This design comes from an exercise in tuning for small area on the open sky130 flow, not from production work.
The RTL was checked by simulation tests, not by an equivalence proof against the original design.
Power figures rest on the tool's default switching activity, not on a simulated workload.

## aes_run_sequencer
module aes_run_sequencer #(
    parameter int DATA_W      = 128,
    parameter int TIMEOUT_CYC = 1024
) (
    input  logic               clk,
    input  logic               rst,
    input  logic               swrst,
    input  logic               run,
    input  logic               extin_en,
    input  logic [7:0]         extin_addr,
    input  logic [DATA_W-1:0]  extin_data,
    input  logic [7:0]         extout_addr,
    output logic [DATA_W-1:0]  extout_data,
    output logic [DATA_W-1:0]  core_key,
    output logic [DATA_W-1:0]  core_din,
    output logic               core_start,
    input  logic [DATA_W-1:0]  core_dout,
    input  logic               core_done,
    output logic               core_abort,
    output logic               trigger,
    output logic               busy
);
    localparam int                 C_CNT_W    = 11;
    localparam logic [C_CNT_W-1:0] C_TMO_LAST = 11'h55f;
    localparam logic [2:0] S_IDLE  = 3'b000;
    localparam logic [2:0] S_LOAD  = 3'b100;
    localparam logic [2:0] S_STORE = 3'b101;
    localparam logic [2:0] S_START = 3'b110;
    localparam logic [2:0] S_WAIT  = 3'b111;
    logic [2:0]         r_state;
    logic [2:0]         w_state_next;
    logic [DATA_W-1:0]  r_key;
    logic [DATA_W-1:0]  r_pt;
    logic [DATA_W-1:0]  r_ct;
    logic [DATA_W-1:0]  r_cfg;
    logic [DATA_W-1:0]  r_hold;
    logic               r_pend_key;
    logic               r_pend_pt;
    logic               r_pend_ct;
    logic               r_pend_cfg;
    logic               r_sel_key;
    logic               r_sel_pt;
    logic               r_sel_ct;
    logic               r_sel_cfg;
    logic               r_sel_stat;
    logic               r_busy_q;
    logic               r_wr_drop_q;
    logic               r_wr_drop;
    logic [7:0]         r_cnt_lag;
    logic               r_cnt_clr;
    logic               r_cnt_inc;
    logic               r_timeout_lag;
    logic [C_CNT_W-1:0] r_tmo_cnt;
    logic               r_abort;
    logic [7:0]         w_cnt_inc;
    logic [7:0]         w_iter_cnt;
    logic               w_timeout;
  ...
==> flow/config.mk <==
export PLATFORM = sky130hd
export DESIGN_NAME = aes_run_sequencer
export DESIGN_NICKNAME = aes_run_sequencer
export VERILOG_FILES = /design/flow/design.v
export SDC_FILE = /design/flow/constraint.sdc
export NUM_CORES = 4
export LEC_CHECK = 0
export CAP_MARGIN = 20
export CORE_MARGIN = 2
export CORE_UTILIZATION = 50
export SLEW_MARGIN = 20
export SYNTH_HIERARCHICAL = 1
export SYNTH_MINIMUM_KEEP_SIZE = 0
==> flow/constraint.sdc <==
create_clock -name core_clock -period 5.0 [get_ports {clk}]
set_input_delay 1.0000 -clock core_clock [delete_from_list [all_inputs] [get_ports {clk}]]
set_output_delay 1.0000 -clock core_clock [all_outputs]
set_load 0.01 [all_outputs]
standard.sh (not shown) runs the stock make flow with config.mk's settings and CLKGATE_MAP_FILE= SYNTH_SCRIPT=/design/flow/synth_recipe.tcl, a recipe that flattens the netlist after the stock synthesis.
==> flow/flow/run.sh <==
#!/bin/bash
# Layout flow: the standard ORFS flow (standard.sh, standard synthesis
# unchanged) with two placement/CTS settings changed:
#   * port buffers use the smallest buffer (buf_1) instead of the default
#     pick; every input and output port still gets its own buffer;
#   * CTS builds the tree from clkbuf_8 with clusters of up to 16 sinks
#     within 50 um, and inserts no dummy loads.
# The make output goes to flow_make.log here; each ORFS step keeps its own
# log under orfs/logs/.
set -euo pipefail
export BUFFER_PORTS_ARGS="-buffer_cell sky130_fd_sc_hd__buf_1"
export CTS_ARGS="-sink_clustering_enable -repair_clock_nets -dont_use_dummy_load -sink_clustering_size 16 -sink_clustering_max_diameter 50 -buf_list {sky130_fd_sc_hd__clkbuf_8}"
bash standard.sh finish > flow_make.log 2>&1
The first run completed without violations.
Rerun with:
--- a/flow/design.v
+++ b/flow/design.v
@@ -104,17 +104,17 @@
     assign w_ld_pt   = !w_ld_zero && w_load && w_first && !r_pend_pt;
     assign w_ld_hold = !w_ld_zero && !w_ld_wr && !w_ld_dout && !w_ld_pt;
     logic [DATA_W-1:0] w_hold_next;
     aes_run_sequencer_ao4 #(.W(DATA_W), .EXTRA(0)) u_hold_mux (
         .s0(w_ld_wr),   .d0(extin_data),
         .s1(w_ld_dout), .d1(core_dout),
         .s2(w_ld_pt),   .d2(r_pt),
         .s3(w_ld_hold), .d3(r_hold),
-        .s4(1'b0),      .d4('0),
+        .e('0),
         .y(w_hold_next)
     );
     always_ff @(posedge clk) begin
         r_hold <= w_hold_next;
     end
     always_ff @(posedge clk) begin
         if (rst) begin
             r_pend_key <= 1'b1;
@@ -173,50 +173,51 @@
             r_sel_ct  <= (extout_addr == 8'd2);
             r_sel_cfg <= (extout_addr == 8'd3);
             r_sel_stat <= (extout_addr == 8'd4);
         end
     end
     logic [DATA_W-1:0] w_stat_rd;
     always_comb begin
         w_stat_rd        = '0;
-        w_stat_rd[0]     = r_busy_q;
-        w_stat_rd[1]     = r_timeout_lag;
-        w_stat_rd[2]     = r_wr_drop_q;
-        w_stat_rd[15:8]  = r_cnt_lag;
+        w_stat_rd[0]     = r_sel_stat && r_busy_q;
+        w_stat_rd[1]     = r_sel_stat && r_timeout_lag;
+        w_stat_rd[2]     = r_sel_stat && r_wr_drop_q;
+        w_stat_rd[15:8]  = {8{r_sel_stat}} & r_cnt_lag;
     end
     aes_run_sequencer_ao4 #(.W(DATA_W), .EXTRA(1)) u_read_mux (
         .s0(r_sel_key), .d0(r_key),
         .s1(r_sel_pt),  .d1(r_pt),
         .s2(r_sel_ct),  .d2(r_ct),
         .s3(r_sel_cfg), .d3(r_cfg),
-        .s4(r_sel_stat), .d4(w_stat_rd),
+        .e(w_stat_rd),
         .y(extout_data)
     );
     assign core_key   = r_key;
     assign core_din   = r_hold;
     assign core_start = w_start;
     assign core_abort = r_abort;
     assign trigger    = w_start || w_wait;
     assign busy       = !w_idle;
 endmodule
 module aes_run_sequencer_ao4 #(
     parameter int W     = 128,
     parameter bit EXTRA = 0
 ) (
-    input  logic         s0, s1, s2, s3, s4,
-    input  logic [W-1:0] d0, d1, d2, d3, d4,
+    input  logic         s0, s1, s2, s3,
+    input  logic [W-1:0] d0, d1, d2, d3,
+    input  logic [W-1:0] e,
     output logic [W-1:0] y
 );
     for (genvar i = 0; i < W; i++) begin : g_bit
         if (EXTRA && (i <= 2 || (i >= 8 && i <= 15))) begin : g_ext
             aes_run_sequencer_ao5_bit u_bit (
-                .s0(s0), .s1(s1), .s2(s2), .s3(s3), .s4(s4),
-                .d0(d0[i]), .d1(d1[i]), .d2(d2[i]), .d3(d3[i]), .d4(d4[i]),
-                .y(y[i])
+                .s0(s0), .s1(s1), .s2(s2), .s3(s3),
+                .d0(d0[i]), .d1(d1[i]), .d2(d2[i]), .d3(d3[i]),
+                .e(e[i]), .y(y[i])
             );
         end else begin : g_std
             aes_run_sequencer_ao4_bit u_bit (
                 .s0(s0), .s1(s1), .s2(s2), .s3(s3),
                 .d0(d0[i]), .d1(d1[i]), .d2(d2[i]), .d3(d3[i]),
                 .y(y[i])
             );
         end
@@ -244,21 +245,20 @@
 endmodule
 module aes_run_sequencer_nand2_bit (
     input  logic a, b,
     output logic y_n
 );
     assign y_n = ~(a & b);
 endmodule
 module aes_run_sequencer_ao5_bit (
-    input  logic s0, s1, s2, s3, s4,
-    input  logic d0, d1, d2, d3, d4,
+    input  logic s0, s1, s2, s3,
+    input  logic d0, d1, d2, d3,
+    input  logic e,
     output logic y
 );
-    logic w_n, z_n, x_n;
+    logic w_n;
     aes_run_sequencer_aoi3_bit u_aoi3 (
         .s0(s0), .s1(s1), .s2(s2), .d0(d0), .d1(d1), .d2(d2), .y_n(w_n)
     );
-    aes_run_sequencer_nand2_bit u_nand_a (.a(s3), .b(d3), .y_n(z_n));
-    aes_run_sequencer_nand2_bit u_nand_c (.a(s4), .b(d4), .y_n(x_n));
-    assign y = ~(w_n & z_n & x_n);
+    assign y = ~(w_n & ~(s3 & d3) & ~e);
 endmodule
 `default_nettype wire
What happened: Critical path depth stays the same; via count went down by 1.2%; power went up by 0.61%; sequential share of layout area drops by 0.11 points; non-clock buffer count rises by 5; clock skew is higher by 0.013 ns; combinational power is about the same; worst setup slack degrades by 0.10 ns; final area hardly moves; cell count barely changes; first-iteration DRC count came out lower by 0.78%; global-route usage shrinks by 0.45 points; count of clock-buffer cells in the layout went up by 3; synthesized cell count stays flat.

[afterwards: timing with drivers on the ports]
The results above use ideal ports. As a check the final layouts listed here were re-extracted and re-timed, cells and wires unchanged. Step 1: set_driving_cell puts a clkbuf_16 on clk and a buf_2 on each other input, an assumption about the parent block. Step 2 also shifts input and output timing later by t, the mid clock arrival at the registers, as if the neighbouring blocks saw the same clock. Three values: ideal, step 1, step 2; two values: the first two.
run	t, ns	slack for setup (ns)	worst setup path after step 2
the first run	0.720	1.462 / 1.406 / 1.756	input to register
the second run	0.719	1.363 / 1.308 / 1.561	input to register
After both steps every run listed still meets setup and hold.
